Source: an optimization exercise on an open RTL-to-GDS flow (aim: small area and a short achievable clock period). Production flows keep margins and buffers that such runs may drop.
The RTL was checked by simulation tests, not by an equivalence proof against the original design.
Power is estimated from default activity; no workload was simulated.

==> design/flow/design.v <==
module cic_iq_decim #(
  parameter int DIN_W    = 16,
  parameter int DOUT_W   = 16,
  parameter int STAGES   = 4,
  parameter int MAX_RATE = 16,
  parameter int GAIN_W   = 16,
  localparam int RATE_W  = $clog2(MAX_RATE + 1),
  localparam int ACC_W   = DIN_W + STAGES * $clog2(MAX_RATE),
  localparam int SHIFT_W = $clog2(ACC_W)
) (
  input  logic                     clk,
  input  logic                     rst,
  input  logic                     s_axis_data_tvalid,
  input  logic signed [DIN_W-1:0]  s_axis_data_tdata_real,
  input  logic signed [DIN_W-1:0]  s_axis_data_tdata_imag,
  input  logic                     cfg_load,
  input  logic [RATE_W-1:0]        cfg_rate,
  input  logic [SHIFT_W-1:0]       cfg_shift,
  input  logic [GAIN_W-1:0]        cfg_gain,
  output logic                     m_axis_data_tvalid,
  output logic signed [DOUT_W-1:0] m_axis_data_tdata_real,
  output logic signed [DOUT_W-1:0] m_axis_data_tdata_imag
);
  localparam int W   = 8;            
  localparam int L   = 32 / W;       
  localparam int NVV = L + 4;        
  localparam int NFV = L + 8;        
  logic [3:0]  rm1;                  
  logic [4:0]  shift_r;
  logic [15:0] gain_r;
  always_ff @(posedge clk) begin
    if (rst) begin
      rm1     <= 4'd1;
      shift_r <= '0;
      gain_r  <= 16'd16384;
    end else if (cfg_load) begin
      if (cfg_rate < 5'd2)
        rm1 <= 4'd1;
      else if (cfg_rate > 5'd16)
        rm1 <= 4'd15;
      else
        rm1 <= 4'(cfg_rate - 5'd1);
      shift_r <= cfg_shift;
      gain_r  <= cfg_gain;
    end
  end
  logic        flush_q;
  logic        v_q;
  logic [15:0] xr_q, xi_q, xi_d;
  always_ff @(posedge clk) begin
    flush_q <= rst | cfg_load;
    v_q     <= s_axis_data_tvalid;
    xr_q    <= s_axis_data_tvalid ? s_axis_data_tdata_real : 16'd0;
    xi_q    <= s_axis_data_tvalid ? s_axis_data_tdata_imag : 16'd0;
    xi_d    <= flush_q ? 16'd0 : xi_q;
  end
  logic [NVV-1:0] vv;
  assign vv[0] = v_q;
  always_ff @(posedge clk) begin
    if (flush_q) vv[NVV-1:1] <= '0;
    else         vv[NVV-1:1] <= vv[NVV-2:0];
  end
  logic [31:0] xd [2][L];
  assign xd[0][0] = {{16{xr_q[15]}}, xr_q};
  assign xd[1][0] = {{16{xi_d[15]}}, xi_d};
  always_ff @(posedge clk) begin
    for (int c = 0; c < 2; c++)
      for (int j = 1; j < L; j++)
        xd[c][j] <= flush_q ? 32'd0 : xd[c][j-1];
  end
  logic [W-1:0] integ  [2][4][L];
  logic         icar   [2][4][L];   
  logic [W:0]   isum   [2][4][L];
  always_comb begin
    for (int c = 0; c < 2; c++)
      for (int k = 0; k < 4; k++)
        for (int j = 0; j < L; j++)
          isum[c][k][j] = {1'b0, (k == 3 && fv[3 + j + c]) ? {W{1'b0}} : integ[c][k][j]}
                        + {1'b0, (k == 0) ? xd[c][j][j*W +: W]
                                          : (vv[k + j + c] ? integ[c][k-1][j] : {W{1'b0}})}
                        + (W+1)'((j == 0) ? 1'b0 : icar[c][k][j-1]);
  end
  always_ff @(posedge clk) begin
    for (int c = 0; c < 2; c++)
      for (int k = 0; k < 4; k++)
        for (int j = 0; j < L; j++) begin
          integ[c][k][j] <= flush_q ? {W{1'b0}} : isum[c][k][j][W-1:0];
          icar[c][k][j]  <= flush_q ? 1'b0 : isum[c][k][j][W];
        end
  end
  logic [3:0]     cnt;
  logic           fe;
  logic [NFV-1:0] fv;               
  assign fe = v_q & (cnt == rm1);
  always_ff @(posedge clk) begin
    if (flush_q) begin
      cnt <= '0;
      fv  <= '0;
    end else begin
      if (v_q)
        cnt <= fe ? 4'd0 : cnt + 4'd1;
      fv <= {fv[NFV-2:0], fe};
    end
  end
  logic [W-1:0] da  [1:3][L];       
  logic [W-1:0] db  [1:3][L];       
  logic         cbr [1:3][L];       
  logic [W-1:0] cin [1:4][L];       
  logic [W:0]   csum [1:3][L];
  logic [W-1:0] cmid [L];           
  always_comb begin
    for (int j = 0; j < L; j++) begin
      cin[1][j] = fv[4 + j] ? integ[1][3][j] : integ[0][3][j];
      cin[2][j] = cmid[j];
      for (int k = 1; k < 4; k++) begin
        csum[k][j] = {1'b0, cin[k][j]} + {1'b0, ~da[k][j]}
                   + (W+1)'((j == 0) ? 1'b1 : cbr[k][j-1]);
        if (k != 1)
          cin[k+1][j] = csum[k][j][W-1:0];
      end
    end
  end
  always_ff @(posedge clk) begin
    for (int j = 0; j < L; j++) begin
      cmid[j] <= csum[1][j][W-1:0];
      for (int k = 1; k < 4; k++) begin
        cbr[k][j] <= csum[k][j][W];
        if (flush_q) begin
          da[k][j] <= '0;
          db[k][j] <= '0;
        end else if (k < 2 ? (fv[3 + j] | fv[4 + j]) : (fv[4 + j] | fv[5 + j])) begin
          da[k][j] <= db[k][j];
          db[k][j] <= cin[k][j];
        end
      end
    end
  end
  logic [W-1:0] dsk [L][L];
  logic [31:0]  z;
  always_ff @(posedge clk) begin
    for (int j = 0; j < L; j++) begin
      dsk[j][0] <= cin[4][j];
      for (int d = 1; d < L - j; d++)
        dsk[j][d] <= dsk[j][d-1];
    end
  end
  always_comb
    for (int j = 0; j < L; j++)
      z[j*W +: W] = dsk[j][L-1-j];
  logic [30:0] ur;
  always_ff @(posedge clk)
    ur <= 31'(($signed({z, 1'b0})) >>> shift_r);
  logic [17:0] g3;
  always_ff @(posedge clk)
    g3 <= {2'b0, gain_r} + {1'b0, gain_r, 1'b0};
  logic bneg0, bs1_0, bs2_0, bs3_0, bs4_0;
  logic [17:0] bm0;
  logic bneg1, bs1_1, bs2_1, bs3_1, bs4_1;
  logic [17:0] bm1;
  logic bneg2, bs1_2, bs2_2, bs3_2, bs4_2;
  logic [17:0] bm2;
  logic bneg3, bs1_3, bs2_3, bs3_3, bs4_3;
  logic [17:0] bm3;
  logic bneg4, bs1_4, bs2_4, bs3_4, bs4_4;
  logic [17:0] bm4;
  logic bneg5, bs1_5, bs2_5, bs3_5, bs4_5;
  logic [17:0] bm5;
  logic bneg6, bs1_6, bs2_6, bs3_6, bs4_6;
  logic [17:0] bm6;
  logic bneg7, bs1_7, bs2_7, bs3_7, bs4_7;
  logic [17:0] bm7;
  logic bneg8, bs1_8, bs2_8, bs3_8, bs4_8;
  logic [17:0] bm8;
  logic bneg9, bs1_9, bs2_9, bs3_9, bs4_9;
  logic [17:0] bm9;
  logic ma0_s1, ma0_c2;
  logic ma0_s3, ma0_c4;
  logic ma0_s5, ma0_c6;
  logic ma0_s7, ma0_c8;
  logic ma0_s9, ma0_c10;
  logic ma0_s11, ma0_c12;
  logic ma0_s13, ma0_c14;
  logic ma0_s15, ma0_c16;
  logic ma0_s17, ma0_c18;
  logic ma0_s19, ma0_c20;
  logic ma0_s21, ma0_c22;
  logic ma0_s23, ma0_c24;
  logic ma0_s25, ma0_c26;
  logic ma0_s27, ma0_c28;
  logic ma0_s29, ma0_c30;
  logic ma0_s31, ma0_c32;
  logic ma0_s33, ma0_c34;
  logic ma0_s35, ma0_c36;
  logic ma0_s37, ma0_c38;
  logic ma0_s39, ma0_c40;
  logic ma0_s41, ma0_c42;
  logic ma0_s43, ma0_c44;
  logic ma0_s45, ma0_c46;
  logic ma0_s47, ma0_c48;
  logic ma0_s49, ma0_c50;
  logic ma0_s51, ma0_c52;
  logic ma0_s53, ma0_c54;
  logic ma1_s55, ma1_c56;
  logic ma1_s57, ma1_c58;
  logic ma1_s59, ma1_c60;
  logic ma1_s61, ma1_c62;
  logic ma1_s63, ma1_c64;
  logic ma1_s65, ma1_c66;
  logic ma1_s67, ma1_c68;
  logic ma1_s69, ma1_c70;
  logic ma1_s71, ma1_c72;
  logic ma1_s73, ma1_c74;
  logic ma1_s75, ma1_c76;
  logic ma1_s77, ma1_c78;
  logic ma1_s79, ma1_c80;
  logic ma1_s81, ma1_c82;
  logic ma1_s83, ma1_c84;
  logic ma1_s85, ma1_c86;
  logic ma1_s87, ma1_c88;
  logic ma1_s89, ma1_c90;
  logic ma1_s91, ma1_c92;
  logic ma1_s93, ma1_c94;
  logic ma1_s95, ma1_c96;
  logic ma1_s97, ma1_c98;
  logic ma1_s99, ma1_c100;
  logic ma1_s101, ma1_c102;
  logic ma1_s103, ma1_c104;
  logic ma1_s105, ma1_c106;
  logic ma1_s107, ma1_c108;
  logic ma1_s109, ma1_c110;
  logic ma1_s111, ma1_c112;
  logic ma1_s113, ma1_c114;
  logic ma1_s115, ma1_c116;
  logic ma1_s117, ma1_c118;
  logic ma1_s119, ma1_c120;
  logic ma1_s121, ma1_c122;
  logic ma1_s123, ma1_c124;
  logic ma1_s125, ma1_c126;
  logic ma1_s127, ma1_c128;
  logic ma1_s129, ma1_c130;
  logic ma1_s131, ma1_c132;
  logic [29:0] mr0;
  logic [29:0] mr1;
  logic [29:0] mr2;
  logic [29:0] mr3;
  logic mb0_s133, mb0_c134;
  logic mb0_s135, mb0_c136;
  logic mb0_s137, mb0_c138;
  logic mb0_s139, mb0_c140;
  logic mb0_s141, mb0_c142;
  logic mb0_s143, mb0_c144;
  logic mb0_s145, mb0_c146;
  logic mb0_s147, mb0_c148;
  logic mb0_s149, mb0_c150;
  logic mb0_s151, mb0_c152;
  logic mb0_s153, mb0_c154;
  logic mb0_s155, mb0_c156;
  logic mb0_s157, mb0_c158;
  logic mb0_s159, mb0_c160;
  logic mb0_s161, mb0_c162;
  logic mb0_s163, mb0_c164;
  logic mb0_s165, mb0_c166;
  logic mb0_s167, mb0_c168;
  logic mb0_s169, mb0_c170;
  logic mb0_s171, mb0_c172;
  logic mb0_s173, mb0_c174;
  logic mb0_s175, mb0_c176;
  logic mb0_s177, mb0_c178;
  logic mb0_s179, mb0_c180;
  logic mb1_s181, mb1_c182;
  logic mb1_s183, mb1_c184;
  logic mb1_s185, mb1_c186;
  logic mb1_s187, mb1_c188;
  logic mb1_s189, mb1_c190;
  logic mb1_s191, mb1_c192;
  logic mb1_s193, mb1_c194;
  logic mb1_s195, mb1_c196;
  logic mb1_s197, mb1_c198;
  logic mb1_s199, mb1_c200;
  logic mb1_s201, mb1_c202;
  logic mb1_s203, mb1_c204;
  logic mb1_s205, mb1_c206;
  logic mb1_s207, mb1_c208;
  logic mb1_s209, mb1_c210;
  logic mb1_s211, mb1_c212;
  logic mb1_s213, mb1_c214;
  logic mb1_s215, mb1_c216;
  logic mb1_s217, mb1_c218;
  logic mb1_s219, mb1_c220;
  logic mb1_s221, mb1_c222;
  logic mb1_s223, mb1_c224;
  logic mb1_s225, mb1_c226;
  logic mb1_s227, mb1_c228;
  logic mb1_s229, mb1_c230;
  logic mb1_s231, mb1_c232;
  logic mb1_s233, mb1_c234;
  logic [29:0] mx, my;
  logic [29:0] psum;
  logic [15:0] p;
  assign bneg0 = ur[3];
  assign bs1_0 = ur[3] ? (ur[2] & (ur[1] ^ ur[0])) : (~ur[2] & (ur[1] ^ ur[0]));
  assign bs2_0 = (~ur[2] & ur[1] & ur[0]) | (ur[2] & ~ur[1] & ~ur[0]);
  assign bs3_0 = ur[3] ? (~ur[2] & (ur[1] ^ ur[0])) : (ur[2] & (ur[1] ^ ur[0]));
  assign bs4_0 = ur[3] ? (~ur[2] & ~ur[1] & ~ur[0]) : (ur[2] & ur[1] & ur[0]);
  assign bm0 = (({18{bs1_0}} & {2'b0, gain_r}) | ({18{bs2_0}} & {1'b0, gain_r, 1'b0}) | ({18{bs3_0}} & g3) | ({18{bs4_0}} & {gain_r, 2'b0})) ^ {18{bneg0}};
  assign bneg1 = ur[6];
  assign bs1_1 = ur[6] ? (ur[5] & (ur[4] ^ ur[3])) : (~ur[5] & (ur[4] ^ ur[3]));
  assign bs2_1 = (~ur[5] & ur[4] & ur[3]) | (ur[5] & ~ur[4] & ~ur[3]);
  assign bs3_1 = ur[6] ? (~ur[5] & (ur[4] ^ ur[3])) : (ur[5] & (ur[4] ^ ur[3]));
  assign bs4_1 = ur[6] ? (~ur[5] & ~ur[4] & ~ur[3]) : (ur[5] & ur[4] & ur[3]);
  assign bm1 = (({18{bs1_1}} & {2'b0, gain_r}) | ({18{bs2_1}} & {1'b0, gain_r, 1'b0}) | ({18{bs3_1}} & g3) | ({18{bs4_1}} & {gain_r, 2'b0})) ^ {18{bneg1}};
  assign bneg2 = ur[9];
  assign bs1_2 = ur[9] ? (ur[8] & (ur[7] ^ ur[6])) : (~ur[8] & (ur[7] ^ ur[6]));
  assign bs2_2 = (~ur[8] & ur[7] & ur[6]) | (ur[8] & ~ur[7] & ~ur[6]);
  assign bs3_2 = ur[9] ? (~ur[8] & (ur[7] ^ ur[6])) : (ur[8] & (ur[7] ^ ur[6]));
  assign bs4_2 = ur[9] ? (~ur[8] & ~ur[7] & ~ur[6]) : (ur[8] & ur[7] & ur[6]);
  assign bm2 = (({18{bs1_2}} & {2'b0, gain_r}) | ({18{bs2_2}} & {1'b0, gain_r, 1'b0}) | ({18{bs3_2}} & g3) | ({18{bs4_2}} & {gain_r, 2'b0})) ^ {18{bneg2}};
  assign bneg3 = ur[12];
  assign bs1_3 = ur[12] ? (ur[11] & (ur[10] ^ ur[9])) : (~ur[11] & (ur[10] ^ ur[9]));
  assign bs2_3 = (~ur[11] & ur[10] & ur[9]) | (ur[11] & ~ur[10] & ~ur[9]);
  assign bs3_3 = ur[12] ? (~ur[11] & (ur[10] ^ ur[9])) : (ur[11] & (ur[10] ^ ur[9]));
  assign bs4_3 = ur[12] ? (~ur[11] & ~ur[10] & ~ur[9]) : (ur[11] & ur[10] & ur[9]);
  assign bm3 = (({18{bs1_3}} & {2'b0, gain_r}) | ({18{bs2_3}} & {1'b0, gain_r, 1'b0}) | ({18{bs3_3}} & g3) | ({18{bs4_3}} & {gain_r, 2'b0})) ^ {18{bneg3}};
  assign bneg4 = ur[15];
  assign bs1_4 = ur[15] ? (ur[14] & (ur[13] ^ ur[12])) : (~ur[14] & (ur[13] ^ ur[12]));
  assign bs2_4 = (~ur[14] & ur[13] & ur[12]) | (ur[14] & ~ur[13] & ~ur[12]);
  assign bs3_4 = ur[15] ? (~ur[14] & (ur[13] ^ ur[12])) : (ur[14] & (ur[13] ^ ur[12]));
  assign bs4_4 = ur[15] ? (~ur[14] & ~ur[13] & ~ur[12]) : (ur[14] & ur[13] & ur[12]);
  assign bm4 = (({18{bs1_4}} & {2'b0, gain_r}) | ({18{bs2_4}} & {1'b0, gain_r, 1'b0}) | ({18{bs3_4}} & g3) | ({18{bs4_4}} & {gain_r, 2'b0})) ^ {18{bneg4}};
  assign bneg5 = ur[18];
  assign bs1_5 = ur[18] ? (ur[17] & (ur[16] ^ ur[15])) : (~ur[17] & (ur[16] ^ ur[15]));
  assign bs2_5 = (~ur[17] & ur[16] & ur[15]) | (ur[17] & ~ur[16] & ~ur[15]);
  assign bs3_5 = ur[18] ? (~ur[17] & (ur[16] ^ ur[15])) : (ur[17] & (ur[16] ^ ur[15]));
  assign bs4_5 = ur[18] ? (~ur[17] & ~ur[16] & ~ur[15]) : (ur[17] & ur[16] & ur[15]);
  assign bm5 = (({18{bs1_5}} & {2'b0, gain_r}) | ({18{bs2_5}} & {1'b0, gain_r, 1'b0}) | ({18{bs3_5}} & g3) | ({18{bs4_5}} & {gain_r, 2'b0})) ^ {18{bneg5}};
  assign bneg6 = ur[21];
  assign bs1_6 = ur[21] ? (ur[20] & (ur[19] ^ ur[18])) : (~ur[20] & (ur[19] ^ ur[18]));
  assign bs2_6 = (~ur[20] & ur[19] & ur[18]) | (ur[20] & ~ur[19] & ~ur[18]);
  assign bs3_6 = ur[21] ? (~ur[20] & (ur[19] ^ ur[18])) : (ur[20] & (ur[19] ^ ur[18]));
  assign bs4_6 = ur[21] ? (~ur[20] & ~ur[19] & ~ur[18]) : (ur[20] & ur[19] & ur[18]);
  assign bm6 = (({18{bs1_6}} & {2'b0, gain_r}) | ({18{bs2_6}} & {1'b0, gain_r, 1'b0}) | ({18{bs3_6}} & g3) | ({18{bs4_6}} & {gain_r, 2'b0})) ^ {18{bneg6}};
  assign bneg7 = ur[24];
  assign bs1_7 = ur[24] ? (ur[23] & (ur[22] ^ ur[21])) : (~ur[23] & (ur[22] ^ ur[21]));
  assign bs2_7 = (~ur[23] & ur[22] & ur[21]) | (ur[23] & ~ur[22] & ~ur[21]);
  assign bs3_7 = ur[24] ? (~ur[23] & (ur[22] ^ ur[21])) : (ur[23] & (ur[22] ^ ur[21]));
  assign bs4_7 = ur[24] ? (~ur[23] & ~ur[22] & ~ur[21]) : (ur[23] & ur[22] & ur[21]);
  assign bm7 = (({18{bs1_7}} & {2'b0, gain_r}) | ({18{bs2_7}} & {1'b0, gain_r, 1'b0}) | ({18{bs3_7}} & g3) | ({18{bs4_7}} & {gain_r, 2'b0})) ^ {18{bneg7}};
  assign bneg8 = ur[27];
  assign bs1_8 = ur[27] ? (ur[26] & (ur[25] ^ ur[24])) : (~ur[26] & (ur[25] ^ ur[24]));
  assign bs2_8 = (~ur[26] & ur[25] & ur[24]) | (ur[26] & ~ur[25] & ~ur[24]);
  assign bs3_8 = ur[27] ? (~ur[26] & (ur[25] ^ ur[24])) : (ur[26] & (ur[25] ^ ur[24]));
  assign bs4_8 = ur[27] ? (~ur[26] & ~ur[25] & ~ur[24]) : (ur[26] & ur[25] & ur[24]);
  assign bm8 = (({18{bs1_8}} & {2'b0, gain_r}) | ({18{bs2_8}} & {1'b0, gain_r, 1'b0}) | ({18{bs3_8}} & g3) | ({18{bs4_8}} & {gain_r, 2'b0})) ^ {18{bneg8}};
  assign bneg9 = ur[30];
  assign bs1_9 = ur[30] ? (ur[29] & (ur[28] ^ ur[27])) : (~ur[29] & (ur[28] ^ ur[27]));
  assign bs2_9 = (~ur[29] & ur[28] & ur[27]) | (ur[29] & ~ur[28] & ~ur[27]);
  assign bs3_9 = ur[30] ? (~ur[29] & (ur[28] ^ ur[27])) : (ur[29] & (ur[28] ^ ur[27]));
  assign bs4_9 = ur[30] ? (~ur[29] & ~ur[28] & ~ur[27]) : (ur[29] & ur[28] & ur[27]);
  assign bm9 = (({18{bs1_9}} & {2'b0, gain_r}) | ({18{bs2_9}} & {1'b0, gain_r, 1'b0}) | ({18{bs3_9}} & g3) | ({18{bs4_9}} & {gain_r, 2'b0})) ^ {18{bneg9}};
  assign ma0_s1 = bm0[15] ^ bm1[12];
  assign ma0_c2 = bm0[15] & bm1[12];
  assign ma0_s3 = bm0[16] ^ bm1[13];
  assign ma0_c4 = bm0[16] & bm1[13];
  assign ma0_s5 = bm0[17] ^ bm1[14];
  assign ma0_c6 = bm0[17] & bm1[14];
  assign ma0_s7 = ~bneg0 ^ bm1[15] ^ bm2[12];
  assign ma0_c8 = (~bneg0 & bm1[15]) | (~bneg0 & bm2[12]) | (bm1[15] & bm2[12]);
  assign ma0_s9 = bm3[9] ^ bm4[6] ^ bm5[3];
  assign ma0_c10 = (bm3[9] & bm4[6]) | (bm3[9] & bm5[3]) | (bm4[6] & bm5[3]);
  assign ma0_s11 = bm1[16] ^ bm2[13] ^ bm3[10];
  assign ma0_c12 = (bm1[16] & bm2[13]) | (bm1[16] & bm3[10]) | (bm2[13] & bm3[10]);
  assign ma0_s13 = bm4[7] ^ bm5[4];
  assign ma0_c14 = bm4[7] & bm5[4];
  assign ma0_s15 = bm1[17] ^ bm2[14] ^ bm3[11];
  assign ma0_c16 = (bm1[17] & bm2[14]) | (bm1[17] & bm3[11]) | (bm2[14] & bm3[11]);
  assign ma0_s17 = bm4[8] ^ bm5[5];
  assign ma0_c18 = bm4[8] & bm5[5];
  assign ma0_s19 = ~bneg1 ^ bm2[15] ^ bm3[12];
  assign ma0_c20 = (~bneg1 & bm2[15]) | (~bneg1 & bm3[12]) | (bm2[15] & bm3[12]);
  assign ma0_s21 = bm4[9] ^ bm5[6] ^ bm6[3];
  assign ma0_c22 = (bm4[9] & bm5[6]) | (bm4[9] & bm6[3]) | (bm5[6] & bm6[3]);
  assign ma0_s23 = bm2[16] ^ bm3[13] ^ bm4[10];
  assign ma0_c24 = (bm2[16] & bm3[13]) | (bm2[16] & bm4[10]) | (bm3[13] & bm4[10]);
  assign ma0_s25 = bm5[7] ^ bm6[4];
  assign ma0_c26 = bm5[7] & bm6[4];
  assign ma0_s27 = bm2[17] ^ bm3[14] ^ bm4[11];
  assign ma0_c28 = (bm2[17] & bm3[14]) | (bm2[17] & bm4[11]) | (bm3[14] & bm4[11]);
  assign ma0_s29 = bm5[8] ^ bm6[5];
  assign ma0_c30 = bm5[8] & bm6[5];
  assign ma0_s31 = ~bneg2 ^ bm3[15] ^ bm4[12];
  assign ma0_c32 = (~bneg2 & bm3[15]) | (~bneg2 & bm4[12]) | (bm3[15] & bm4[12]);
  assign ma0_s33 = bm5[9] ^ bm6[6] ^ bm7[3];
  assign ma0_c34 = (bm5[9] & bm6[6]) | (bm5[9] & bm7[3]) | (bm6[6] & bm7[3]);
  assign ma0_s35 = bm3[16] ^ bm4[13] ^ bm5[10];
  assign ma0_c36 = (bm3[16] & bm4[13]) | (bm3[16] & bm5[10]) | (bm4[13] & bm5[10]);
  assign ma0_s37 = bm6[7] ^ bm7[4];
  assign ma0_c38 = bm6[7] & bm7[4];
  assign ma0_s39 = bm3[17] ^ bm4[14] ^ bm5[11];
  assign ma0_c40 = (bm3[17] & bm4[14]) | (bm3[17] & bm5[11]) | (bm4[14] & bm5[11]);
  assign ma0_s41 = bm6[8] ^ bm7[5];
  assign ma0_c42 = bm6[8] & bm7[5];
  assign ma0_s43 = ~bneg3 ^ bm4[15] ^ bm5[12];
  assign ma0_c44 = (~bneg3 & bm4[15]) | (~bneg3 & bm5[12]) | (bm4[15] & bm5[12]);
  assign ma0_s45 = bm6[9] ^ bm7[6] ^ bm8[3];
  assign ma0_c46 = (bm6[9] & bm7[6]) | (bm6[9] & bm8[3]) | (bm7[6] & bm8[3]);
  assign ma0_s47 = bm4[16] ^ bm5[13] ^ bm6[10];
  assign ma0_c48 = (bm4[16] & bm5[13]) | (bm4[16] & bm6[10]) | (bm5[13] & bm6[10]);
  assign ma0_s49 = bm7[7] ^ bm8[4];
  assign ma0_c50 = bm7[7] & bm8[4];
  assign ma0_s51 = bm4[17] ^ bm5[14] ^ bm6[11];
  assign ma0_c52 = (bm4[17] & bm5[14]) | (bm4[17] & bm6[11]) | (bm5[14] & bm6[11]);
  assign ma0_s53 = bm7[8] ^ bm8[5];
  assign ma0_c54 = bm7[8] & bm8[5];
  assign ma1_s55 = bm0[9] ^ bm1[6];
  assign ma1_c56 = bm0[9] & bm1[6];
  assign ma1_s57 = bm0[10] ^ bm1[7];
  assign ma1_c58 = bm0[10] & bm1[7];
  assign ma1_s59 = bm0[11] ^ bm1[8];
  assign ma1_c60 = bm0[11] & bm1[8];
  assign ma1_s61 = bm0[12] ^ bm1[9] ^ bm2[6];
  assign ma1_c62 = (bm0[12] & bm1[9]) | (bm0[12] & bm2[6]) | (bm1[9] & bm2[6]);
  assign ma1_s63 = bm3[3] ^ bm4[0];
  assign ma1_c64 = bm3[3] & bm4[0];
  assign ma1_s65 = bm0[13] ^ bm1[10] ^ bm2[7];
  assign ma1_c66 = (bm0[13] & bm1[10]) | (bm0[13] & bm2[7]) | (bm1[10] & bm2[7]);
  assign ma1_s67 = bm3[4] ^ bm4[1] ^ 1'b1;
  assign ma1_c68 = (bm3[4] & bm4[1]) | (bm3[4] & 1'b1) | (bm4[1] & 1'b1);
  assign ma1_s69 = bm0[14] ^ bm1[11] ^ bm2[8];
  assign ma1_c70 = (bm0[14] & bm1[11]) | (bm0[14] & bm2[8]) | (bm1[11] & bm2[8]);
  assign ma1_s71 = bm3[5] ^ bm4[2];
  assign ma1_c72 = bm3[5] & bm4[2];
  assign ma1_s73 = ma0_s1 ^ bm2[9] ^ bm3[6];
  assign ma1_c74 = (ma0_s1 & bm2[9]) | (ma0_s1 & bm3[6]) | (bm2[9] & bm3[6]);
  assign ma1_s75 = bm4[3] ^ bm5[0] ^ bneg5;
  assign ma1_c76 = (bm4[3] & bm5[0]) | (bm4[3] & bneg5) | (bm5[0] & bneg5);
  assign ma1_s77 = ma0_s3 ^ bm2[10] ^ bm3[7];
  assign ma1_c78 = (ma0_s3 & bm2[10]) | (ma0_s3 & bm3[7]) | (bm2[10] & bm3[7]);
  assign ma1_s79 = bm4[4] ^ bm5[1] ^ ma0_c2;
  assign ma1_c80 = (bm4[4] & bm5[1]) | (bm4[4] & ma0_c2) | (bm5[1] & ma0_c2);
  assign ma1_s81 = ma0_s5 ^ bm2[11] ^ bm3[8];
  assign ma1_c82 = (ma0_s5 & bm2[11]) | (ma0_s5 & bm3[8]) | (bm2[11] & bm3[8]);
  assign ma1_s83 = bm4[5] ^ bm5[2] ^ ma0_c4;
  assign ma1_c84 = (bm4[5] & bm5[2]) | (bm4[5] & ma0_c4) | (bm5[2] & ma0_c4);
  assign ma1_s85 = ma0_s7 ^ ma0_s9 ^ bm6[0];
  assign ma1_c86 = (ma0_s7 & ma0_s9) | (ma0_s7 & bm6[0]) | (ma0_s9 & bm6[0]);
  assign ma1_s87 = bneg6 ^ 1'b1 ^ ma0_c6;
  assign ma1_c88 = (bneg6 & 1'b1) | (bneg6 & ma0_c6) | (1'b1 & ma0_c6);
  assign ma1_s89 = ma0_s11 ^ ma0_s13 ^ bm6[1];
  assign ma1_c90 = (ma0_s11 & ma0_s13) | (ma0_s11 & bm6[1]) | (ma0_s13 & bm6[1]);
  assign ma1_s91 = 1'b1 ^ ma0_c8 ^ ma0_c10;
  assign ma1_c92 = (1'b1 & ma0_c8) | (1'b1 & ma0_c10) | (ma0_c8 & ma0_c10);
  assign ma1_s93 = ma0_s15 ^ ma0_s17 ^ bm6[2];
  assign ma1_c94 = (ma0_s15 & ma0_s17) | (ma0_s15 & bm6[2]) | (ma0_s17 & bm6[2]);
  assign ma1_s95 = 1'b1 ^ ma0_c12 ^ ma0_c14;
  assign ma1_c96 = (1'b1 & ma0_c12) | (1'b1 & ma0_c14) | (ma0_c12 & ma0_c14);
  assign ma1_s97 = ma0_s19 ^ ma0_s21 ^ bm7[0];
  assign ma1_c98 = (ma0_s19 & ma0_s21) | (ma0_s19 & bm7[0]) | (ma0_s21 & bm7[0]);
  assign ma1_s99 = bneg7 ^ ma0_c16 ^ ma0_c18;
  assign ma1_c100 = (bneg7 & ma0_c16) | (bneg7 & ma0_c18) | (ma0_c16 & ma0_c18);
  assign ma1_s101 = ma0_s23 ^ ma0_s25 ^ bm7[1];
  assign ma1_c102 = (ma0_s23 & ma0_s25) | (ma0_s23 & bm7[1]) | (ma0_s25 & bm7[1]);
  assign ma1_s103 = 1'b1 ^ ma0_c20 ^ ma0_c22;
  assign ma1_c104 = (1'b1 & ma0_c20) | (1'b1 & ma0_c22) | (ma0_c20 & ma0_c22);
  assign ma1_s105 = ma0_s27 ^ ma0_s29 ^ bm7[2];
  assign ma1_c106 = (ma0_s27 & ma0_s29) | (ma0_s27 & bm7[2]) | (ma0_s29 & bm7[2]);
  assign ma1_s107 = 1'b1 ^ ma0_c24 ^ ma0_c26;
  assign ma1_c108 = (1'b1 & ma0_c24) | (1'b1 & ma0_c26) | (ma0_c24 & ma0_c26);
  assign ma1_s109 = ma0_s31 ^ ma0_s33 ^ bm8[0];
  assign ma1_c110 = (ma0_s31 & ma0_s33) | (ma0_s31 & bm8[0]) | (ma0_s33 & bm8[0]);
  assign ma1_s111 = bneg8 ^ ma0_c28 ^ ma0_c30;
  assign ma1_c112 = (bneg8 & ma0_c28) | (bneg8 & ma0_c30) | (ma0_c28 & ma0_c30);
  assign ma1_s113 = ma0_s35 ^ ma0_s37 ^ bm8[1];
  assign ma1_c114 = (ma0_s35 & ma0_s37) | (ma0_s35 & bm8[1]) | (ma0_s37 & bm8[1]);
  assign ma1_s115 = 1'b1 ^ ma0_c32 ^ ma0_c34;
  assign ma1_c116 = (1'b1 & ma0_c32) | (1'b1 & ma0_c34) | (ma0_c32 & ma0_c34);
  assign ma1_s117 = ma0_s39 ^ ma0_s41 ^ bm8[2];
  assign ma1_c118 = (ma0_s39 & ma0_s41) | (ma0_s39 & bm8[2]) | (ma0_s41 & bm8[2]);
  assign ma1_s119 = 1'b1 ^ ma0_c36 ^ ma0_c38;
  assign ma1_c120 = (1'b1 & ma0_c36) | (1'b1 & ma0_c38) | (ma0_c36 & ma0_c38);
  assign ma1_s121 = ma0_s43 ^ ma0_s45 ^ bm9[0];
  assign ma1_c122 = (ma0_s43 & ma0_s45) | (ma0_s43 & bm9[0]) | (ma0_s45 & bm9[0]);
  assign ma1_s123 = bneg9 ^ ma0_c40 ^ ma0_c42;
  assign ma1_c124 = (bneg9 & ma0_c40) | (bneg9 & ma0_c42) | (ma0_c40 & ma0_c42);
  assign ma1_s125 = ma0_s47 ^ ma0_s49 ^ bm9[1];
  assign ma1_c126 = (ma0_s47 & ma0_s49) | (ma0_s47 & bm9[1]) | (ma0_s49 & bm9[1]);
  assign ma1_s127 = 1'b1 ^ ma0_c44 ^ ma0_c46;
  assign ma1_c128 = (1'b1 & ma0_c44) | (1'b1 & ma0_c46) | (ma0_c44 & ma0_c46);
  assign ma1_s129 = ma0_s51 ^ ma0_s53 ^ bm9[2];
  assign ma1_c130 = (ma0_s51 & ma0_s53) | (ma0_s51 & bm9[2]) | (ma0_s53 & bm9[2]);
  assign ma1_s131 = 1'b1 ^ ma0_c48 ^ ma0_c50;
  assign ma1_c132 = (1'b1 & ma0_c48) | (1'b1 & ma0_c50) | (ma0_c48 & ma0_c50);
  assign mb0_s133 = mr0[6] ^ mr1[6];
  assign mb0_c134 = mr0[6] & mr1[6];
  assign mb0_s135 = mr0[7] ^ mr1[7];
  assign mb0_c136 = mr0[7] & mr1[7];
  assign mb0_s137 = mr0[8] ^ mr1[8];
  assign mb0_c138 = mr0[8] & mr1[8];
  assign mb0_s139 = mr0[9] ^ mr1[9] ^ mr2[9];
  assign mb0_c140 = (mr0[9] & mr1[9]) | (mr0[9] & mr2[9]) | (mr1[9] & mr2[9]);
  assign mb0_s141 = mr0[10] ^ mr1[10] ^ mr2[10];
  assign mb0_c142 = (mr0[10] & mr1[10]) | (mr0[10] & mr2[10]) | (mr1[10] & mr2[10]);
  assign mb0_s143 = mr0[11] ^ mr1[11] ^ mr2[11];
  assign mb0_c144 = (mr0[11] & mr1[11]) | (mr0[11] & mr2[11]) | (mr1[11] & mr2[11]);
  assign mb0_s145 = mr0[12] ^ mr1[12] ^ mr2[12];
  assign mb0_c146 = (mr0[12] & mr1[12]) | (mr0[12] & mr2[12]) | (mr1[12] & mr2[12]);
  assign mb0_s147 = mr0[13] ^ mr1[13] ^ mr2[13];
  assign mb0_c148 = (mr0[13] & mr1[13]) | (mr0[13] & mr2[13]) | (mr1[13] & mr2[13]);
  assign mb0_s149 = mr0[14] ^ mr1[14] ^ mr2[14];
  assign mb0_c150 = (mr0[14] & mr1[14]) | (mr0[14] & mr2[14]) | (mr1[14] & mr2[14]);
  assign mb0_s151 = mr0[15] ^ mr1[15] ^ mr2[15];
  assign mb0_c152 = (mr0[15] & mr1[15]) | (mr0[15] & mr2[15]) | (mr1[15] & mr2[15]);
  assign mb0_s153 = mr0[16] ^ mr1[16] ^ mr2[16];
  assign mb0_c154 = (mr0[16] & mr1[16]) | (mr0[16] & mr2[16]) | (mr1[16] & mr2[16]);
  assign mb0_s155 = mr0[17] ^ mr1[17] ^ mr2[17];
  assign mb0_c156 = (mr0[17] & mr1[17]) | (mr0[17] & mr2[17]) | (mr1[17] & mr2[17]);
  assign mb0_s157 = mr0[18] ^ mr1[18] ^ mr2[18];
  assign mb0_c158 = (mr0[18] & mr1[18]) | (mr0[18] & mr2[18]) | (mr1[18] & mr2[18]);
  assign mb0_s159 = mr0[19] ^ mr1[19] ^ mr2[19];
  assign mb0_c160 = (mr0[19] & mr1[19]) | (mr0[19] & mr2[19]) | (mr1[19] & mr2[19]);
  assign mb0_s161 = mr0[20] ^ mr1[20] ^ mr2[20];
  assign mb0_c162 = (mr0[20] & mr1[20]) | (mr0[20] & mr2[20]) | (mr1[20] & mr2[20]);
  assign mb0_s163 = mr0[21] ^ mr1[21] ^ mr2[21];
  assign mb0_c164 = (mr0[21] & mr1[21]) | (mr0[21] & mr2[21]) | (mr1[21] & mr2[21]);
  assign mb0_s165 = mr0[22] ^ mr1[22] ^ mr2[22];
  assign mb0_c166 = (mr0[22] & mr1[22]) | (mr0[22] & mr2[22]) | (mr1[22] & mr2[22]);
  assign mb0_s167 = mr0[23] ^ mr1[23] ^ mr2[23];
  assign mb0_c168 = (mr0[23] & mr1[23]) | (mr0[23] & mr2[23]) | (mr1[23] & mr2[23]);
  assign mb0_s169 = mr0[24] ^ mr1[24] ^ mr2[24];
  assign mb0_c170 = (mr0[24] & mr1[24]) | (mr0[24] & mr2[24]) | (mr1[24] & mr2[24]);
  assign mb0_s171 = mr0[25] ^ mr1[25] ^ mr2[25];
  assign mb0_c172 = (mr0[25] & mr1[25]) | (mr0[25] & mr2[25]) | (mr1[25] & mr2[25]);
  assign mb0_s173 = mr0[26] ^ mr1[26] ^ mr2[26];
  assign mb0_c174 = (mr0[26] & mr1[26]) | (mr0[26] & mr2[26]) | (mr1[26] & mr2[26]);
  assign mb0_s175 = mr0[27] ^ mr1[27] ^ mr2[27];
  assign mb0_c176 = (mr0[27] & mr1[27]) | (mr0[27] & mr2[27]) | (mr1[27] & mr2[27]);
  assign mb0_s177 = mr0[28] ^ mr1[28] ^ mr2[28];
  assign mb0_c178 = (mr0[28] & mr1[28]) | (mr0[28] & mr2[28]) | (mr1[28] & mr2[28]);
  assign mb0_s179 = mr0[29] ^ mr1[29] ^ mr2[29];
  assign mb0_c180 = (mr0[29] & mr1[29]) | (mr0[29] & mr2[29]) | (mr1[29] & mr2[29]);
  assign mb1_s181 = mr0[3] ^ mr1[3];
  assign mb1_c182 = mr0[3] & mr1[3];
  assign mb1_s183 = mr0[4] ^ mr1[4];
  assign mb1_c184 = mr0[4] & mr1[4];
  assign mb1_s185 = mr0[5] ^ mr1[5];
  assign mb1_c186 = mr0[5] & mr1[5];
  assign mb1_s187 = mb0_s133 ^ mr2[6] ^ mr3[6];
  assign mb1_c188 = (mb0_s133 & mr2[6]) | (mb0_s133 & mr3[6]) | (mr2[6] & mr3[6]);
  assign mb1_s189 = mb0_s135 ^ mr2[7] ^ mb0_c134;
  assign mb1_c190 = (mb0_s135 & mr2[7]) | (mb0_s135 & mb0_c134) | (mr2[7] & mb0_c134);
  assign mb1_s191 = mb0_s137 ^ mr2[8] ^ mb0_c136;
  assign mb1_c192 = (mb0_s137 & mr2[8]) | (mb0_s137 & mb0_c136) | (mr2[8] & mb0_c136);
  assign mb1_s193 = mb0_s139 ^ mr3[9] ^ mb0_c138;
  assign mb1_c194 = (mb0_s139 & mr3[9]) | (mb0_s139 & mb0_c138) | (mr3[9] & mb0_c138);
  assign mb1_s195 = mb0_s141 ^ mr3[10] ^ mb0_c140;
  assign mb1_c196 = (mb0_s141 & mr3[10]) | (mb0_s141 & mb0_c140) | (mr3[10] & mb0_c140);
  assign mb1_s197 = mb0_s143 ^ mr3[11] ^ mb0_c142;
  assign mb1_c198 = (mb0_s143 & mr3[11]) | (mb0_s143 & mb0_c142) | (mr3[11] & mb0_c142);
  assign mb1_s199 = mb0_s145 ^ mr3[12] ^ mb0_c144;
  assign mb1_c200 = (mb0_s145 & mr3[12]) | (mb0_s145 & mb0_c144) | (mr3[12] & mb0_c144);
  assign mb1_s201 = mb0_s147 ^ mr3[13] ^ mb0_c146;
  assign mb1_c202 = (mb0_s147 & mr3[13]) | (mb0_s147 & mb0_c146) | (mr3[13] & mb0_c146);
  assign mb1_s203 = mb0_s149 ^ mr3[14] ^ mb0_c148;
  assign mb1_c204 = (mb0_s149 & mr3[14]) | (mb0_s149 & mb0_c148) | (mr3[14] & mb0_c148);
  assign mb1_s205 = mb0_s151 ^ mr3[15] ^ mb0_c150;
  assign mb1_c206 = (mb0_s151 & mr3[15]) | (mb0_s151 & mb0_c150) | (mr3[15] & mb0_c150);
  assign mb1_s207 = mb0_s153 ^ mr3[16] ^ mb0_c152;
  assign mb1_c208 = (mb0_s153 & mr3[16]) | (mb0_s153 & mb0_c152) | (mr3[16] & mb0_c152);
  assign mb1_s209 = mb0_s155 ^ mr3[17] ^ mb0_c154;
  assign mb1_c210 = (mb0_s155 & mr3[17]) | (mb0_s155 & mb0_c154) | (mr3[17] & mb0_c154);
  assign mb1_s211 = mb0_s157 ^ mr3[18] ^ mb0_c156;
  assign mb1_c212 = (mb0_s157 & mr3[18]) | (mb0_s157 & mb0_c156) | (mr3[18] & mb0_c156);
  assign mb1_s213 = mb0_s159 ^ mr3[19] ^ mb0_c158;
  assign mb1_c214 = (mb0_s159 & mr3[19]) | (mb0_s159 & mb0_c158) | (mr3[19] & mb0_c158);
  assign mb1_s215 = mb0_s161 ^ mr3[20] ^ mb0_c160;
  assign mb1_c216 = (mb0_s161 & mr3[20]) | (mb0_s161 & mb0_c160) | (mr3[20] & mb0_c160);
  assign mb1_s217 = mb0_s163 ^ mr3[21] ^ mb0_c162;
  assign mb1_c218 = (mb0_s163 & mr3[21]) | (mb0_s163 & mb0_c162) | (mr3[21] & mb0_c162);
  assign mb1_s219 = mb0_s165 ^ mr3[22] ^ mb0_c164;
  assign mb1_c220 = (mb0_s165 & mr3[22]) | (mb0_s165 & mb0_c164) | (mr3[22] & mb0_c164);
  assign mb1_s221 = mb0_s167 ^ mr3[23] ^ mb0_c166;
  assign mb1_c222 = (mb0_s167 & mr3[23]) | (mb0_s167 & mb0_c166) | (mr3[23] & mb0_c166);
  assign mb1_s223 = mb0_s169 ^ mr3[24] ^ mb0_c168;
  assign mb1_c224 = (mb0_s169 & mr3[24]) | (mb0_s169 & mb0_c168) | (mr3[24] & mb0_c168);
  assign mb1_s225 = mb0_s171 ^ mr3[25] ^ mb0_c170;
  assign mb1_c226 = (mb0_s171 & mr3[25]) | (mb0_s171 & mb0_c170) | (mr3[25] & mb0_c170);
  assign mb1_s227 = mb0_s173 ^ mr3[26] ^ mb0_c172;
  assign mb1_c228 = (mb0_s173 & mr3[26]) | (mb0_s173 & mb0_c172) | (mr3[26] & mb0_c172);
  assign mb1_s229 = mb0_s175 ^ mr3[27] ^ mb0_c174;
  assign mb1_c230 = (mb0_s175 & mr3[27]) | (mb0_s175 & mb0_c174) | (mr3[27] & mb0_c174);
  assign mb1_s231 = mb0_s177 ^ mr3[28] ^ mb0_c176;
  assign mb1_c232 = (mb0_s177 & mr3[28]) | (mb0_s177 & mb0_c176) | (mr3[28] & mb0_c176);
  assign mb1_s233 = mb0_s179 ^ mr3[29] ^ mb0_c178;
  assign mb1_c234 = (mb0_s179 & mr3[29]) | (mb0_s179 & mb0_c178) | (mr3[29] & mb0_c178);
  assign mx[0] = mr0[0];
  assign my[0] = mr1[0];
  assign mx[1] = mr0[1];
  assign my[1] = 1'b0;
  assign mx[2] = mr0[2];
  assign my[2] = 1'b0;
  assign mx[3] = mb1_s181;
  assign my[3] = mr2[3];
  assign mx[4] = mb1_s183;
  assign my[4] = mb1_c182;
  assign mx[5] = mb1_s185;
  assign my[5] = mb1_c184;
  assign mx[6] = mb1_s187;
  assign my[6] = mb1_c186;
  assign mx[7] = mb1_s189;
  assign my[7] = mb1_c188;
  assign mx[8] = mb1_s191;
  assign my[8] = mb1_c190;
  assign mx[9] = mb1_s193;
  assign my[9] = mb1_c192;
  assign mx[10] = mb1_s195;
  assign my[10] = mb1_c194;
  assign mx[11] = mb1_s197;
  assign my[11] = mb1_c196;
  assign mx[12] = mb1_s199;
  assign my[12] = mb1_c198;
  assign mx[13] = mb1_s201;
  assign my[13] = mb1_c200;
  assign mx[14] = mb1_s203;
  assign my[14] = mb1_c202;
  assign mx[15] = mb1_s205;
  assign my[15] = mb1_c204;
  assign mx[16] = mb1_s207;
  assign my[16] = mb1_c206;
  assign mx[17] = mb1_s209;
  assign my[17] = mb1_c208;
  assign mx[18] = mb1_s211;
  assign my[18] = mb1_c210;
  assign mx[19] = mb1_s213;
  assign my[19] = mb1_c212;
  assign mx[20] = mb1_s215;
  assign my[20] = mb1_c214;
  assign mx[21] = mb1_s217;
  assign my[21] = mb1_c216;
  assign mx[22] = mb1_s219;
  assign my[22] = mb1_c218;
  assign mx[23] = mb1_s221;
  assign my[23] = mb1_c220;
  assign mx[24] = mb1_s223;
  assign my[24] = mb1_c222;
  assign mx[25] = mb1_s225;
  assign my[25] = mb1_c224;
  assign mx[26] = mb1_s227;
  assign my[26] = mb1_c226;
  assign mx[27] = mb1_s229;
  assign my[27] = mb1_c228;
  assign mx[28] = mb1_s231;
  assign my[28] = mb1_c230;
  assign mx[29] = mb1_s233;
  assign my[29] = mb1_c232;
  assign psum = mx + my;
  assign p = psum[29:14];
  always_ff @(posedge clk) begin
    mr0[0] <= bm0[0];
    mr1[0] <= bneg0;
    mr2[0] <= 1'b0;
    mr3[0] <= 1'b0;
    mr0[1] <= bm0[1];
    mr1[1] <= 1'b0;
    mr2[1] <= 1'b0;
    mr3[1] <= 1'b0;
    mr0[2] <= bm0[2];
    mr1[2] <= 1'b0;
    mr2[2] <= 1'b0;
    mr3[2] <= 1'b0;
    mr0[3] <= bm0[3];
    mr1[3] <= bm1[0];
    mr2[3] <= bneg1;
    mr3[3] <= 1'b0;
    mr0[4] <= bm0[4];
    mr1[4] <= bm1[1];
    mr2[4] <= 1'b0;
    mr3[4] <= 1'b0;
    mr0[5] <= bm0[5];
    mr1[5] <= bm1[2];
    mr2[5] <= 1'b0;
    mr3[5] <= 1'b0;
    mr0[6] <= bm0[6];
    mr1[6] <= bm1[3];
    mr2[6] <= bm2[0];
    mr3[6] <= bneg2;
    mr0[7] <= bm0[7];
    mr1[7] <= bm1[4];
    mr2[7] <= bm2[1];
    mr3[7] <= 1'b0;
    mr0[8] <= bm0[8];
    mr1[8] <= bm1[5];
    mr2[8] <= bm2[2];
    mr3[8] <= 1'b0;
    mr0[9] <= ma1_s55;
    mr1[9] <= bm2[3];
    mr2[9] <= bm3[0];
    mr3[9] <= bneg3;
    mr0[10] <= ma1_s57;
    mr1[10] <= bm2[4];
    mr2[10] <= bm3[1];
    mr3[10] <= ma1_c56;
    mr0[11] <= ma1_s59;
    mr1[11] <= bm2[5];
    mr2[11] <= bm3[2];
    mr3[11] <= ma1_c58;
    mr0[12] <= ma1_s61;
    mr1[12] <= ma1_s63;
    mr2[12] <= bneg4;
    mr3[12] <= ma1_c60;
    mr0[13] <= ma1_s65;
    mr1[13] <= ma1_s67;
    mr2[13] <= ma1_c62;
    mr3[13] <= ma1_c64;
    mr0[14] <= ma1_s69;
    mr1[14] <= ma1_s71;
    mr2[14] <= ma1_c66;
    mr3[14] <= ma1_c68;
    mr0[15] <= ma1_s73;
    mr1[15] <= ma1_s75;
    mr2[15] <= ma1_c70;
    mr3[15] <= ma1_c72;
    mr0[16] <= ma1_s77;
    mr1[16] <= ma1_s79;
    mr2[16] <= ma1_c74;
    mr3[16] <= ma1_c76;
    mr0[17] <= ma1_s81;
    mr1[17] <= ma1_s83;
    mr2[17] <= ma1_c78;
    mr3[17] <= ma1_c80;
    mr0[18] <= ma1_s85;
    mr1[18] <= ma1_s87;
    mr2[18] <= ma1_c82;
    mr3[18] <= ma1_c84;
    mr0[19] <= ma1_s89;
    mr1[19] <= ma1_s91;
    mr2[19] <= ma1_c86;
    mr3[19] <= ma1_c88;
    mr0[20] <= ma1_s93;
    mr1[20] <= ma1_s95;
    mr2[20] <= ma1_c90;
    mr3[20] <= ma1_c92;
    mr0[21] <= ma1_s97;
    mr1[21] <= ma1_s99;
    mr2[21] <= ma1_c94;
    mr3[21] <= ma1_c96;
    mr0[22] <= ma1_s101;
    mr1[22] <= ma1_s103;
    mr2[22] <= ma1_c98;
    mr3[22] <= ma1_c100;
    mr0[23] <= ma1_s105;
    mr1[23] <= ma1_s107;
    mr2[23] <= ma1_c102;
    mr3[23] <= ma1_c104;
    mr0[24] <= ma1_s109;
    mr1[24] <= ma1_s111;
    mr2[24] <= ma1_c106;
    mr3[24] <= ma1_c108;
    mr0[25] <= ma1_s113;
    mr1[25] <= ma1_s115;
    mr2[25] <= ma1_c110;
    mr3[25] <= ma1_c112;
    mr0[26] <= ma1_s117;
    mr1[26] <= ma1_s119;
    mr2[26] <= ma1_c114;
    mr3[26] <= ma1_c116;
    mr0[27] <= ma1_s121;
    mr1[27] <= ma1_s123;
    mr2[27] <= ma1_c118;
    mr3[27] <= ma1_c120;
    mr0[28] <= ma1_s125;
    mr1[28] <= ma1_s127;
    mr2[28] <= ma1_c122;
    mr3[28] <= ma1_c124;
    mr0[29] <= ma1_s129;
    mr1[29] <= ma1_s131;
    mr2[29] <= ma1_c126;
    mr3[29] <= ma1_c128;
  end
  always_ff @(posedge clk) begin
    m_axis_data_tdata_real <= m_axis_data_tdata_imag;
    m_axis_data_tdata_imag <= p;
    m_axis_data_tvalid <= fv[L + 7] & ~flush_q & ~rst & ~cfg_load;
  end
endmodule
==> design/flow/flow/run.sh <==
#!/bin/bash
# Standard ORFS layout, with repair_timing asked to reach a larger setup slack than the
# constraint needs (the SDC is unchanged), and plain buffers on the ports.
# Each tool's output stays in orfs/logs/; make's output goes to standard.log.
set -euo pipefail
cd "$(dirname "$0")/.."
export SETUP_SLACK_MARGIN=${MARGIN:-6.5}
export BUFFER_PORTS_ARGS="-buffer_cell sky130_fd_sc_hd__buf_1"
bash standard.sh > standard.log 2>&1
==> design/flow/standard.sh <==
#!/bin/bash
# synth_recipe.tcl (not shown) runs the flow's synth.tcl, then flattens the netlist and writes it again
# the make line also repeats each setting of config.mk as NAME=value (left out here)
make -C /OpenROAD-flow-scripts/flow DESIGN_CONFIG=/design/flow/config.mk WORK_HOME=/design/flow/orfs CLKGATE_MAP_FILE= SYNTH_SCRIPT=/design/flow/synth_recipe.tcl "${@:-finish}"
==> design/flow/config.mk <==
export PLATFORM = sky130hd
export DESIGN_NAME = cic_iq_decim
export DESIGN_NICKNAME = cic_iq_decim
export VERILOG_FILES = /design/flow/design.v
export SDC_FILE = /design/flow/constraint.sdc
export NUM_CORES = 4
export LEC_CHECK = 0
export ABC_AREA = 1
export CAP_MARGIN = 20
export CORE_MARGIN = 2
export CORE_UTILIZATION = 40
export CTS_CLUSTER_DIAMETER = 100
export CTS_CLUSTER_SIZE = 25
export SLEW_MARGIN = 20
==> design/flow/constraint.sdc <==
create_clock -name core_clock -period 9.5 [get_ports {clk}]
set_input_delay 1.9000 -clock core_clock [delete_from_list [all_inputs] [get_ports {clk}]]
set_output_delay 1.9000 -clock core_clock [all_outputs]
set_load 0.01 [all_outputs]
==> impl_results.md, run 1 <==
- Status: timing/DRC/antenna clean
- Placer congestion estimate: 0.918
- Initial Utilization: 0.402
- Synthesized cell area: 48,800 um^2
- Syn. warnings: 12
- CTS tree: done
- Avg WL per Cell: 14.7 um
- # fillers: 12,400
- First-pass GRT wire length: 189,000 um
- All-layer global routing usage: 0.181
- Fin Clk Skew: 45.2 ps
- I/O pin count: 95
- Dominant synthesized flop cell: dfxtp_1
- RSZ-0062 raised after global routing: yes
- Final non-filler cell total: 7,881
- Cell Count Post-Placement: 7,784
- Final Instance Area: 52,400 um^2
- DR iter-0 viols: 2,307
- Final #Nets: 6,841
- P per Cell Area: 232 nW/um^2
- Final wirelength: 116,000 um
- Req. time, crit path: 7600 ps
- Number of distinct library cells after synthesis: 61
- CP endpoint kind: output port
- Worst-path clk slew: 100 ps
- Vias in the first global route: 37,500
- Dpl hpwl: 84,300 um
- Die height: 353 um
- Period utilization: 0.317
- Antenna violations before repair: 1
- Least-Margin Pin Slew: 1070 ps
- WS Path Type: reg2out
- Net Sw Frac: 0.411
- Post-route worst setup slack: 6490 ps
- Worst slack, placed: 5720 ps
- Ratio of cells with drive above 1 in the final layout: 0.0454
- Max Root-Sink Buffers: 3
- Syn nets: 6,885
- Crit path DAT: 1110 ps
- IO buf count: 94
- Final-report hold violation count: 0
- Drt via density: 4.98
- Minimum clock period: 3010 ps
- Post-synth ARST share: 0
- Hold crit path type: reg2reg
- Setup TNS: 0 ps
- Max-cap violations: 0
- Flops & latches, synth: 898
- Die width: 353 um
- Avg Cell Area, Syn: 7.77 um^2
- Clock Latency Late Sink: 680 ps
- CORE AREA: 121,000 um^2
- P_int: 7.17 mW
- Worst rel slew slack: 0.289
- Startpoint Class: register
- Die ar.: 125,000 um^2
- Delay-heaviest family, CP: flip-flops
- Area grow syn2layout: 7.29%
- Comb pwr share: 0.439
- ANT cells: 0
- Post-DRT Antenna Nets: 0
- Clock share of power: 0.192
- DP Area: 50,300 um^2
- EDFF count, synth: 0
- Max Clock Freq: 332 MHz
- Vias: 39,300
- Setup Viol. Count Final: 0
- Max FO, Critical Path: 2
- Largest net degree at the start of global routing: 177
- Seq pwr share: 0.369
- Seq/Total Area, Yosys: 0.368
- Worst path cell trace: buf_6
- Multi-input logic area: 26,000 um^2
- H-tree depth: 2
- Congestion Overflow GR: 0
- Max Slew Vio Count: 0
- Row count: 128
- P_leak: 24.4 nW
- Hold buffers post-CTS: 0
- Crit path max-delay cell type: dfxtp_2
- Worst VDD drop: 309 uV
- Remaining routing DRC violations: 0
- DR pass1 iterations: 6
- Switching power total: 5.01 mW
- Reg area: 18,000 um^2
- CTS sink cnt: 898
- Cells after Synth: 6,282
- Worst Path Buf+Inv: 1
- Max incr delay on CP: 360 ps
- Root Driver: clkbuf_16
- TritonCTS buffer count: 46
==> cell usage after synthesis, types with 5 or more instances <==
cell type,instances,area (um^2)
ha_1,383,4790
clkbuf_1,167,627
nand3_1,183,916
nand2_1,925,3470
a21oi_1,586,2930
a21o_1,20,150
nand4_1,32,200
nor2_1,567,2130
buf_4,15,113
dfxtp_1,898,18000
a31oi_1,23,144
o31a_1,5,43.8
nand2_2,13,81.3
o221ai_1,6,52.6
a211oi_1,7,52.6
xnor2_1,29,254
clkinv_1,7,26.3
mux2i_1,5,50.1
o22ai_1,194,1210
buf_2,27,135
o21bai_1,20,150
inv_2,8,30.0
o21ai_2,5,43.8
o311ai_0,15,131
a21boi_0,6,45.0
xor2_1,212,1860
nor2_2,5,31.3
a221oi_2,11,165
o21a_1,5,37.5
inv_1,1003,3760
o211ai_1,15,113
o21ai_1,13,65.1
o21ai_0,607,3040
fa_1,158,3160
buf_6,12,135
a221oi_1,16,140
buf_1,15,56.3
nor3_1,27,135
==> cell families after synthesis <==
| logic type | Yosys count | synth area share |
|---|---|---|
| adders and majority gates | 541 | 0.163 |
| xor gates and xnor gates | 242 | 0.0436 |
| buffers and inverters | 1260 | 0.101 |
| muxes | 5 | 0.00103 |
| and+or+nand+nor | 1764 | 0.145 |
| AOI/OAI and AO/OA | 1572 | 0.178 |
| DFF | 898 | 0.368 |
==> power groups by stage <==
stage	Sequential (mW)	Clock, mW	Combinational (mW)
6_report	4.49	2.34	5.35
2_1_floorplan	4.47	0	3.56
3_5_place_dp	4.56	0	5.10
3_3_place_gp	4.56	0	5.05
5_1_grt	4.53	2.56	5.90
4_1_cts	4.49	2.45	5.20
==> placed cells by master (no fill, tap or decap), types with 6 or more instances in the layout <==
cell type	count
inv_2	7
a21o_1	20
clkbuf_16	47
buf_2	12
nor3_1	27
nor2_1	561
buf_1	60
a21oi_1	584
clkinvlp_2	8
dfxtp_2	32
a221oi_1	15
o211ai_1	15
o22ai_1	194
nor2_2	7
fa_1	158
o21ai_0	605
o21ai_1	15
nor2_4	6
clkinvlp_4	15
a211oi_1	6
nand4_1	32
a221oi_2	12
a31oi_1	22
nand2_1	921
nand2_2	14
ha_1	381
buf_4	41
nand3_1	182
xor2_1	211
buf_6	22
dfxtp_1	858
dfxtp_4	8
o21bai_1	20
inv_1	992
xnor2_1	29
o221ai_1	6
o311ai_0	15
==> routing by layer <==
layer,vias to the layer above,global-route usage,wire [um]
met5,-,0,0
met4,0,0.0625,4670
met3,233,0.0180,4260
met2,743,0.329,56200
met1,18000,0.222,50900
li1,20300,-,-
==> area by class of cell <==
type / count / share of cell area
Timing Repair Buffer: 137 / 0.0164
Clock inverter: 14 / 0.00440
Inverter: 1022 / 0.0747
Sequential cell: 898 / 0.345
Clock buffer: 52 / 0.0232
Multi-Input combinational cell: 4124 / 0.497
Timing Repair inverter: 9 / 0.000908
Tap cell: 1625 / 0.0388
==> sequential cells by signal, indices dropped and copies added, names as in the netlist, 18 cells and up <==
register / cells
integ: 256
da: 96
db: 96
dsk: 80
cmid: 32
ur: 31
mr0: 30
mr1: 28
mr2: 25
icar: 24
mr3: 22
xd: 20
g3: 18
==> per-stage QoR <==
stage	hold slack, ps	total power, mW	utilization
3_3_place_gp	310	9.61	0.414
4_1_cts	333	12.1	0.429
5_1_grt	337	13.0	0.431
6_report	331	12.2	0.431
2_1_floorplan	310	8.02	-
3_5_place_dp	312	9.67	0.414
==> worst paths after layout <==
kind,from,end,slack (ps),cells after the start
worst max-delay path,m_axis_data_tdata_imag[0]$_DFF_P_,m_axis_data_tdata_imag[0],6490,1
worst min-delay path,dsk[8][2]$_DFF_P_,dsk[9][2]$_DFF_P_,330,0
worst max register to register,gain_r[7]$_SDFFE_PP0P_,mr0[18]$_DFF_P_,6500,7
worst min register to register,dsk[8][2]$_DFF_P_,dsk[9][2]$_DFF_P_,330,0
==> repair_timing <==
| action | in CTS | in global routing |
|---|---|---|
| endpoints found under the setup margin | 91 | 107 |
| pin swaps | 2 | 5 |
| buffers inserted | 4 | 18 |
| resized for setup | 90 | 53 |
| gates cloned | 0 | 9 |
==> run 2: changes to the inputs <==
--- a/design/flow/flow/run.sh
+++ b/design/flow/flow/run.sh
@@ -6,3 +6,3 @@
 cd "$(dirname "$0")/.."
-export SETUP_SLACK_MARGIN=${MARGIN:-6.5}
+export SETUP_SLACK_MARGIN=${MARGIN:-6.45}
 export BUFFER_PORTS_ARGS="-buffer_cell sky130_fd_sc_hd__buf_1"
--- a/design/flow/config.mk
+++ b/design/flow/config.mk
@@ -11,3 +11,3 @@
 export CORE_UTILIZATION = 40
-export CTS_CLUSTER_DIAMETER = 100
+export CTS_CLUSTER_DIAMETER = 200
 export CTS_CLUSTER_SIZE = 25
==> impl_results.md, run 2 <==
- Seq/Total Area, Yosys: 0.368 (unchanged)
- Share of the synthesized area in the top cell type: 0.368 (unchanged)
- First-pass GRT wire length: 188,000 um (-0.34%)
- Post-DRT Antenna Nets: 0 (unchanged)
- Setup TNS: 0 ps (unchanged)
- All-layer global routing usage: 0.181 (-0.000636)
- Final wirelength: 115,000 um (-1.4%)
- Post-synth ARST share: 0 (unchanged)
- XOR/XNOR Fraction of Synth Area: 0.0436 (unchanged)
- EDFF count, synth: 0 (unchanged)
- H-tree depth: 2 (unchanged)
- Number of distinct library cells after synthesis: 61 (unchanged)
- Fin Clk Skew: 31.7 ps (-13.5 ps)
- Vias in the first global route: 37,500 (-0.18%)
- Synth Area in Compound Gates: 0.178 (unchanged)
- DR pass1 iterations: 6 (unchanged)
- Most flops, register: integ
- CP endpoint kind: register
- RSZ-0062 raised after global routing: yes
- Multi-input logic area: 26,000 um^2 (-0.12%)
- Largest net degree at the start of global routing: 177 (unchanged)
- DR iter-0 viols: 2,348 (+1.8%)
- Most frequent cell after synthesis: inv_1
- P_leak: 24.1 nW (-1.0%)
- WS Path Type: reg2reg
- Synth area leaders: dfxtp_1 37%, ha_1 9.8%, inv_1 7.7%, nand2_1 7.1%, fa_1 6.5%
- GRT busiest layer: met2
- Max Clock Freq: 328 MHz (-1.1%)
- Vias: 39,100 (-0.51%)
- Status: timing/DRC/antenna clean
- Minimum clock period: 3050 ps (+33.5 ps)
- Biggest regs: integ (256), da (96), db (96)
- Dominant synthesized flop cell: dfxtp_1
- Final hold slack: 326 ps (-4.81 ps)
- GR Util met2: 0.329 (about the same)
- Placer congestion estimate: 0.918 (unchanged)
- Worst-path clk slew: 110 ps (about the same)
- Dpl hpwl: 84,300 um (unchanged)
- Max FO, Critical Path: 20 (+18)
- Post-synth top area cell: dfxtp_1
- Final-report hold violation count: 0 (unchanged)
- Root Driver: clkbuf_16
- Max Root-Sink Buffers: 3 (unchanged)
- Proportion of synthesized area in mux cells: 0.00103 (unchanged)
- Most common cell after layout, fill and taps aside: inv_1
- Startpoint Class: register
- IO buf count: 94 (unchanged)
- Max Slew Vio Count: 0 (unchanged)
- Worst rel slew slack: 0.289 (-0.000375)
- Max FFs per register: 256 (unchanged)
- Least-Margin Pin Slew: 1070 ps (+0.563 ps)
- Die width: 353 um (unchanged)
- Die ar.: 125,000 um^2 (unchanged)
- CORE AREA: 121,000 um^2 (unchanged)
- M1 GR Usage: 0.223 (+0.000631)
- Setup Viol. Count Final: 0 (unchanged)
- Req. time, crit path: 10,030 ps (+2430 ps)
- Top cells by count, synth: 1,003 x inv_1, 925 x nand2_1, 898 x dfxtp_1, 607 x o21ai_0, 586 x a21oi_1
- Cells after Synth: 6,282 (unchanged)
- Final #Nets: 6,825 (-0.23%)
- Flop-to-flop setup slack: 6450 ps (-50 ps)
- CTS sink cnt: 898 (unchanged)
- Clock Latency Late Sink: 650 ps (-30 ps)
- Avg Cell Area, Syn: 7.77 um^2 (unchanged)
- Remaining routing DRC violations: 0 (unchanged)
- Syn nets: 6,885 (unchanged)
- Hold crit path type: reg2reg
- Post-Synth Adder-Cell Area: 0.163 (unchanged)
- Row count: 128 (unchanged)
- Post-route worst setup slack: 6450 ps (-33.5 ps)
- Most frequent cells in the layout: 993 x inv_1, 921 x nand2_1, 874 x dfxtp_1
- Simple-gate portion of the synthesized area: 0.145 (unchanged)
- Period utilization: 0.321 (+0.00353)
- I/O pin count: 95 (unchanged)
- Synthesized cell area: 48,800 um^2 (unchanged)
- Congestion Overflow GR: 0 (unchanged)
- Cell Count Post-Placement: 7,784 (unchanged)
- Worst slack, placed: 5720 ps (unchanged)
- # fillers: 12,400 (+0.34%)
- Worst VDD drop: 307 uV (-0.47%)
- Area grow syn2layout: 6.08%
- CTS tree: done
- Syn. warnings: 12 (unchanged)
- TritonCTS buffer count: 41 (-11%)
- Flops & latches, synth: 898 (unchanged)
- Die height: 353 um (unchanged)
- Initial Utilization: 0.402 (unchanged)
- Ratio of cells with drive above 1 in the final layout: 0.0357 (-0.00973)
- Avg WL per Cell: 14.6 um (-0.99%)
- P per Cell Area: 226 nW/um^2 (-2.5%)
- Crit path DAT: 3580 ps (+2470 ps)
- Reg area: 18,000 um^2 (-0.14%)
- GRT met3 Usage: 0.0161 (-0.00196)
- Antenna violations before repair: 1 (unchanged)
- Drt via density: 4.98 (-0.14%)
- Final non-filler cell total: 7,852 (-0.37%)
- Max-cap violations: 0 (unchanged)
- Largest family of logic cells by synthesized area: compound AO/OA/AOI/OAI gates
- Hold buffers post-CTS: 0 (unchanged)
==> run 2: cell counts after synthesis <==
No cell type changed its count.
==> run 2: routing by layer <==
| layer | vias up | part of all wire | wire length [um] |
|---|---|---|---|
| met3 | 189 | 0.034 | 3890 |
| met5 | - | 0 | 0 |
| met1 | 17900 | 0.44 | 50700 |
| met4 | 0 | 0.035 | 4020 |
| li1 | 20300 | - | - |
| met2 | 725 | 0.49 | 56000 |
==> run 2: cell type report <==
cell class / instances / area share
clock buffer: 45 / 0.0211
clock inverter: 1 / 0.000169
multi-input combinational: 4124 / 0.502
antenna: 2 / 0.0000966
sequential: 898 / 0.348
timing repair buffer: 132 / 0.0136
inverter: 1022 / 0.0754
timing repair inverter: 3 / 0.000290
tap: 1625 / 0.0393
==> run 2: cells by family after synthesis <==
| family | after synthesis |
|---|---|
| AND/OR/NAND/NOR | 1764 |
| AO/OA/AOI/OAI | 1572 |
| buffers and inverters | 1260 |
| flip-flops | 898 |
| adder cells (fa/ha/maj) | 541 |
| XOR/XNOR | 242 |
| multiplexers | 5 |
==> run 2: power by group <==
group	internal [mW]	switching (mW)	leakage [nW]	total, mW
clock	0.825	1.22	0.543	2.05
combinational	1.87	3.33	16.3	5.21
sequential	4.20	0.278	7.32	4.48
total	6.89	4.83	24.1	11.7
==> run 2: critical path, cell delays in order (launching register included) <==
cell and delay [ps]:
dfxtp_1 650, clkinvlp_4 590, o22ai_1 360, a221oi_2 60
xor2_1 190, fa_1 580, inv_1 60, fa_1 450
==> run 2: per-stage QoR <==
stage	utilization	area (um^2)	power, mW
4_1_cts	0.425	51600	11.8
3_5_place_dp	0.414	50300	9.67
3_3_place_gp	0.414	50300	9.61
6_report	0.427	51800	11.7
2_1_floorplan	-	48800	8.02
5_1_grt	0.427	51800	12.6
==> run 2: timing repair <==
item | 4_1_cts | 5_1_grt
hold endpoints to repair | 0 | 0
setup endpoints to repair | 79 | 71
pin swaps | 2 | 1
gates resized for setup | 51 | 33
gates cloned | 0 | 3
setup buffers | 7 | 10
==> run 2: final timing paths <==
check	from	end	depth (start not counted)
setup / recovery	gain_r[8]$_SDFFE_PP0P_	mr0[27]$_DFF_P_	7
hold / removal	dsk[5][1]$_DFF_P_	dsk[6][1]$_DFF_P_	0
setup reg to reg	gain_r[8]$_SDFFE_PP0P_	mr0[27]$_DFF_P_	7
hold reg to reg	dsk[5][1]$_DFF_P_	dsk[6][1]$_DFF_P_	0

[port drivers added, routing unchanged]
Ports are ideal in the flow. The routed layouts listed here were re-timed in OpenROAD.
Step 1 assumes that a clkbuf_16 drives the clock port and a buf_2 every other input.
Step 2 moves the port delays by t, midway between the first and last clock arrival at a register: inputs arrive t later, outputs are due t later. That takes back most of the time a late clock gives input paths.
Slacks: no drivers / after step 1 / after step 2; pairs: no drivers / after step 1.
| run | t (ns) | slack for setup (ns) | worst setup path at the end | worst slew at a driven data input, ns | cell pins on the clock port's net |
|---|---|---|---|---|---|
| run 1 | 0.724 | 6.487 / 6.420 / 6.183 | input to register | 0.07 | 1 |
| run 2 | 0.700 | 6.454 / 6.440 / 6.166 | input to register | 0.07 | 1 |
After both steps every run listed still meets setup and hold. For run 1, which loses most, drivers alone change the setup slack by -0.067 ns; drivers and shift together by -0.304 ns.
